What follows belongs to an exercise in optimizing a design on an open flow for small area, a short achievable clock period and few clock cycles per item; a production flow would make more cautious choices. At most, simulation tests tie the RTL to the original design; equivalence was not proved.

==> flow/design.v <==
package filter_pkg;
  localparam int PIX_W = 12;
  localparam int WIN_W = 9 * PIX_W;
endpackage
module line_buffer #(
  parameter int DEPTH = 160,
  parameter int WIDTH = 12,
  parameter int TAPS  = 16
) (
  input  logic                        clk,
  input  logic [TAPS-1:0]             wr,
  input  logic [WIDTH-1:0]            wdata,
  output logic [TAPS*WIDTH-1:0]       rd0,
  output logic [TAPS*WIDTH-1:0]       rd1
);
  localparam int S = DEPTH / TAPS;
  logic [DEPTH*WIDTH-1:0] r0, r1;
  always_ff @(posedge clk) begin
    r0 <= {r0[(DEPTH-1)*WIDTH-1:0], r0[DEPTH*WIDTH-1 -: WIDTH]};
    r1 <= {r1[(DEPTH-1)*WIDTH-1:0], r1[DEPTH*WIDTH-1 -: WIDTH]};
    for (int k = 0; k < TAPS; k++) begin
      if (wr[k]) begin
        r0[k*S*WIDTH +: WIDTH] <= wdata;
        r1[k*S*WIDTH +: WIDTH] <= r0[((k*S + DEPTH - 1) % DEPTH)*WIDTH +: WIDTH];
      end
    end
  end
  always_comb begin
    for (int k = 0; k < TAPS; k++) begin
      rd0[k*WIDTH +: WIDTH] = r0[((k*S + DEPTH - 1) % DEPTH)*WIDTH +: WIDTH];
      rd1[k*WIDTH +: WIDTH] = r1[((k*S + DEPTH - 1) % DEPTH)*WIDTH +: WIDTH];
    end
  end
endmodule
module filter_window_scheduler #(
  parameter int IMG_W = 160,
  parameter int IMG_H = 120,
  parameter int TAPS  = 16
) (
  input  logic             clk,
  input  logic             reset,
  input  logic             sof,
  input  logic [filter_pkg::PIX_W-1:0] pix_in,
  input  logic             pix_valid,
  output logic             pix_ready,
  output logic [filter_pkg::WIN_W-1:0] win_data,
  output logic             win_valid,
  input  logic             win_ready,
  output logic             win_last,
  output logic             busy
);
  localparam int PIX_W = filter_pkg::PIX_W;
  localparam int S     = IMG_W / TAPS;
  localparam int XW    = $clog2(IMG_W);
  localparam int YW    = $clog2(IMG_H);
  localparam int SW    = (S > 1) ? $clog2(S) : 1;
  localparam int TW    = (TAPS > 1) ? $clog2(TAPS) : 1;
  localparam logic [XW-1:0] X_LAST = XW'(IMG_W - 1);
  localparam logic [YW-1:0] Y_LAST = YW'(IMG_H - 1);
  logic [XW-1:0] ix;
  logic [YW-1:0] iy;
  logic          taking;
  logic             sk_e, sk_v, sk_sof;
  logic [PIX_W-1:0] sk_pix;
  logic [XW-1:0] cx;
  logic [YW-1:0] cy;
  logic          em_act, em_own;
  logic [SW-1:0] sub;
  logic          sub0;    
  logic [TW-1:0] tk;
  logic [PIX_W-1:0] w00, w01, w02, w10, w11, w12, w20, w21, w22;
  logic [PIX_W-1:0] o0, o1, o2;
  logic need_align, out_free, src_pix, src_sof, visit, pix_visit, first, arm, abandon, emit;
  logic acc, to_skid, up_m, dn_m, last_win, ml, mr;
  logic taking_n, em_act_n, win_valid_n, win_last_n, sk_v_n, sk_sof_n;
  logic [TAPS-1:0] wr;
  logic [TAPS*PIX_W-1:0] rd0, rd1;
  logic [PIX_W-1:0] pix, col_t, col_m, col_b;
  assign sk_v       = !sk_e;
  assign pix_ready  = reset && sk_e;
  assign acc        = pix_valid && sk_e;
  assign need_align = taking || em_act;
  assign out_free   = !win_valid || win_ready;
  assign src_sof    = sk_v ? sk_sof : sof;
  assign pix        = sk_v ? sk_pix : pix_in;
  assign src_pix    = (sk_v || pix_valid) && (src_sof || taking);
  assign visit      = sub0 && out_free && (src_pix || (em_act && !taking));
  assign pix_visit  = visit && src_pix;
  assign to_skid    = acc && (sof || taking) && !visit;
  assign first      = pix_visit && src_sof;
  assign arm        = pix_visit && !src_sof && ix == '0 && iy == YW'(1);
  assign abandon    = first && taking && em_own;
  assign emit       = visit && em_act && !abandon;
  assign last_win   = cx == X_LAST && cy == Y_LAST;
  assign up_m = pix_visit && !src_sof && iy == YW'(1);
  assign dn_m = !(pix_visit && !src_sof && iy != '0);
  always_comb begin
    col_t = '0;
    col_m = '0;
    for (int k = 0; k < TAPS; k++) begin
      col_t = col_t | ((tk == TW'(k)) ? rd1[k*PIX_W +: PIX_W] : '0);
      col_m = col_m | ((tk == TW'(k)) ? rd0[k*PIX_W +: PIX_W] : '0);
    end
    col_t = up_m ? '0 : col_t;
    col_b = dn_m ? '0 : pix;
    for (int k = 0; k < TAPS; k++)
      wr[k] = visit && tk == TW'(k);
  end
  line_buffer #(.DEPTH(IMG_W), .WIDTH(PIX_W), .TAPS(TAPS)) u_lb (
    .clk(clk), .wr(wr), .wdata(pix), .rd0(rd0), .rd1(rd1));
  always_comb begin
    taking_n = taking;
    if (pix_visit) begin
      if (src_sof) taking_n = 1'b1;
      else if (ix == X_LAST && iy == Y_LAST) taking_n = 1'b0;
    end
    em_act_n = em_act;
    if (emit && last_win) em_act_n = 1'b0;
    if (abandon)          em_act_n = 1'b0;
    if (arm)              em_act_n = 1'b1;
    win_valid_n = emit ? 1'b1 : (win_ready ? 1'b0 : win_valid);
    win_last_n  = emit ? last_win : (win_ready ? 1'b0 : win_last);
    sk_v_n   = sk_v ? !visit : to_skid;
    sk_sof_n = sk_v ? sk_sof : sof;
  end
  assign ml = emit && cx == '0;
  assign mr = emit && cx == X_LAST;
  always_ff @(posedge clk) begin
    if (visit) begin
      w00 <= ml ? '0 : w01;  w01 <= w02;  w02 <= col_t;
      w10 <= ml ? '0 : w11;  w11 <= w12;  w12 <= col_m;
      w20 <= ml ? '0 : w21;  w21 <= w22;  w22 <= col_b;
      o0 <= mr ? '0 : col_t;
      o1 <= mr ? '0 : col_m;
      o2 <= mr ? '0 : col_b;
    end
    if (!sk_v) begin
      sk_pix <= pix_in;
      sk_sof <= sof;
    end
    win_last <= win_last_n;
    if (!need_align) begin
      sub <= '0;
    end else if (!visit) begin
      if (sub == SW'(S - 1)) begin
        sub <= '0;
        tk  <= (tk == TW'(TAPS - 1)) ? '0 : tk + 1'b1;
      end else begin
        sub <= sub + 1'b1;
      end
    end
    if (pix_visit) begin
      if (src_sof) begin
        ix <= XW'(1);
        iy <= '0;
      end else if (ix == X_LAST) begin
        ix <= '0;
        iy <= iy + 1'b1;
      end else begin
        ix <= ix + 1'b1;
      end
    end
    if (arm || abandon) begin
      cx <= '0;
      cy <= '0;
    end else if (emit) begin
      if (cx == X_LAST) begin
        cx <= '0;
        cy <= (cy == Y_LAST) ? '0 : cy + 1'b1;
      end else begin
        cx <= cx + 1'b1;
      end
    end
    if (first)    em_own <= 1'b0;
    else if (arm) em_own <= 1'b1;
  end
  always_ff @(posedge clk or negedge reset) begin
    if (!reset) begin
      taking    <= 1'b0;
      em_act    <= 1'b0;
      win_valid <= 1'b0;
      sk_e      <= 1'b1;
      sub0      <= 1'b1;
      busy      <= 1'b0;
    end else begin
      taking    <= taking_n;
      em_act    <= em_act_n;
      win_valid <= win_valid_n;
      sk_e      <= !sk_v_n;
      sub0      <= !need_align || visit || sub == SW'(S - 1);
      busy      <= taking_n || em_act_n || (win_valid_n && win_last_n) || (sk_v_n && sk_sof_n);
    end
  end
  assign win_data[107:96] = w11;
  assign win_data[95:84]  = w10;
  assign win_data[83:72]  = o1;
  assign win_data[71:60]  = w01;
  assign win_data[59:48]  = w21;
  assign win_data[47:36]  = w00;
  assign win_data[35:24]  = o0;
  assign win_data[23:12]  = w20;
  assign win_data[11:0]   = o2;
endmodule
clock: 7.0 ns
lec_check: 0
cap_margin: 20
core_margin: 2
core_utilization: 40
cts_buf_list: sky130_fd_sc_hd__clkbuf_16
cts_cluster_diameter: 60
cts_cluster_size: 32
setup_slack_margin: 3.9
slew_margin: 20
run.sh (not shown) runs the stock make flow with config.mk's settings and CLKGATE_MAP_FILE= SYNTH_SCRIPT=/design/flow/synth_recipe.tcl, a recipe that flattens the netlist after the stock synthesis.
Testbench counts at the start, summed over its fixed seeds: cycles 308,496, items 307,200.
Rerun with:
--- a/flow/design.v
+++ b/flow/design.v
@@ -2,13 +2,13 @@
   localparam int PIX_W = 12;
   localparam int WIN_W = 9 * PIX_W;
 endpackage
 module line_buffer #(
   parameter int DEPTH = 160,
   parameter int WIDTH = 12,
-  parameter int TAPS  = 16
+  parameter int TAPS  = 4
 ) (
   input  logic                        clk,
   input  logic [TAPS-1:0]             wr,
   input  logic [WIDTH-1:0]            wdata,
   output logic [TAPS*WIDTH-1:0]       rd0,
   output logic [TAPS*WIDTH-1:0]       rd1
@@ -32,13 +32,13 @@
     end
   end
 endmodule
 module filter_window_scheduler #(
   parameter int IMG_W = 160,
   parameter int IMG_H = 120,
-  parameter int TAPS  = 16
+  parameter int TAPS  = 8
 ) (
   input  logic             clk,
   input  logic             reset,
   input  logic             sof,
   input  logic [filter_pkg::PIX_W-1:0] pix_in,
   input  logic             pix_valid,
@@ -57,13 +57,13 @@
   localparam int TW    = (TAPS > 1) ? $clog2(TAPS) : 1;
   localparam logic [XW-1:0] X_LAST = XW'(IMG_W - 1);
   localparam logic [YW-1:0] Y_LAST = YW'(IMG_H - 1);
   logic [XW-1:0] ix;
   logic [YW-1:0] iy;
   logic          taking;
-  logic             sk_e, sk_v, sk_sof;
+  logic             sk_v, sk_sof;
   logic [PIX_W-1:0] sk_pix;
   logic [XW-1:0] cx;
   logic [YW-1:0] cy;
   logic          em_act, em_own;
   logic [SW-1:0] sub;
   logic          sub0;    
@@ -73,15 +73,14 @@
   logic need_align, out_free, src_pix, src_sof, visit, pix_visit, first, arm, abandon, emit;
   logic acc, to_skid, up_m, dn_m, last_win, ml, mr;
   logic taking_n, em_act_n, win_valid_n, win_last_n, sk_v_n, sk_sof_n;
   logic [TAPS-1:0] wr;
   logic [TAPS*PIX_W-1:0] rd0, rd1;
   logic [PIX_W-1:0] pix, col_t, col_m, col_b;
-  assign sk_v       = !sk_e;
-  assign pix_ready  = reset && sk_e;
-  assign acc        = pix_valid && sk_e;
+  assign pix_ready  = reset && !sk_v;
+  assign acc        = pix_valid && !sk_v;
   assign need_align = taking || em_act;
   assign out_free   = !win_valid || win_ready;
   assign src_sof    = sk_v ? sk_sof : sof;
   assign pix        = sk_v ? sk_pix : pix_in;
   assign src_pix    = (sk_v || pix_valid) && (src_sof || taking);
   assign visit      = sub0 && out_free && (src_pix || (em_act && !taking));
@@ -176,20 +175,20 @@
   end
   always_ff @(posedge clk or negedge reset) begin
     if (!reset) begin
       taking    <= 1'b0;
       em_act    <= 1'b0;
       win_valid <= 1'b0;
-      sk_e      <= 1'b1;
+      sk_v      <= 1'b0;
       sub0      <= 1'b1;
       busy      <= 1'b0;
     end else begin
       taking    <= taking_n;
       em_act    <= em_act_n;
       win_valid <= win_valid_n;
-      sk_e      <= !sk_v_n;
+      sk_v      <= sk_v_n;
       sub0      <= !need_align || visit || sub == SW'(S - 1);
       busy      <= taking_n || em_act_n || (win_valid_n && win_last_n) || (sk_v_n && sk_sof_n);
     end
   end
   assign win_data[107:96] = w11;
   assign win_data[95:84]  = w10;
The new run passed the timing, DRC and antenna checks.
Routed wire length came out lower by 18%.
Worst setup slack gets worse by 0.029 ns.
Critical path depth stays the same.
Die area goes down by 4.2%.
Worst hold slack stays flat.
Core utilization barely changes.
Cell area is lower by 4.1%.
The RTL of the second run of this note was laid out without a check of its function.

==> re-timing with driven ports <==
No port has a modelled driver above. Below, the same layouts with a new extraction and two added sets of constraints. Step 1 assumes that a clkbuf_16 drives the clock port and a buf_2 every other input. Step 2 moves the port delays by t, midway between the first and last clock arrival at a register: inputs arrive t later, outputs are due t later. That takes back most of the time a late clock gives input paths. a / b / c = no drivers / after step 1 / after step 2; a / b = the first two.
run | shift t [ns] | setup WS [ns] | worst setup path at the end
the first run | 0.897 | 3.807 / 3.772 / 3.085 | input to register
the second run | 0.904 | 3.778 / 3.753 / 3.083 | input to register
After both steps every run listed still meets setup and hold. The setup slack of the first run, which loses most, moves by -0.035 ns with the drivers and by -0.722 ns with both steps.
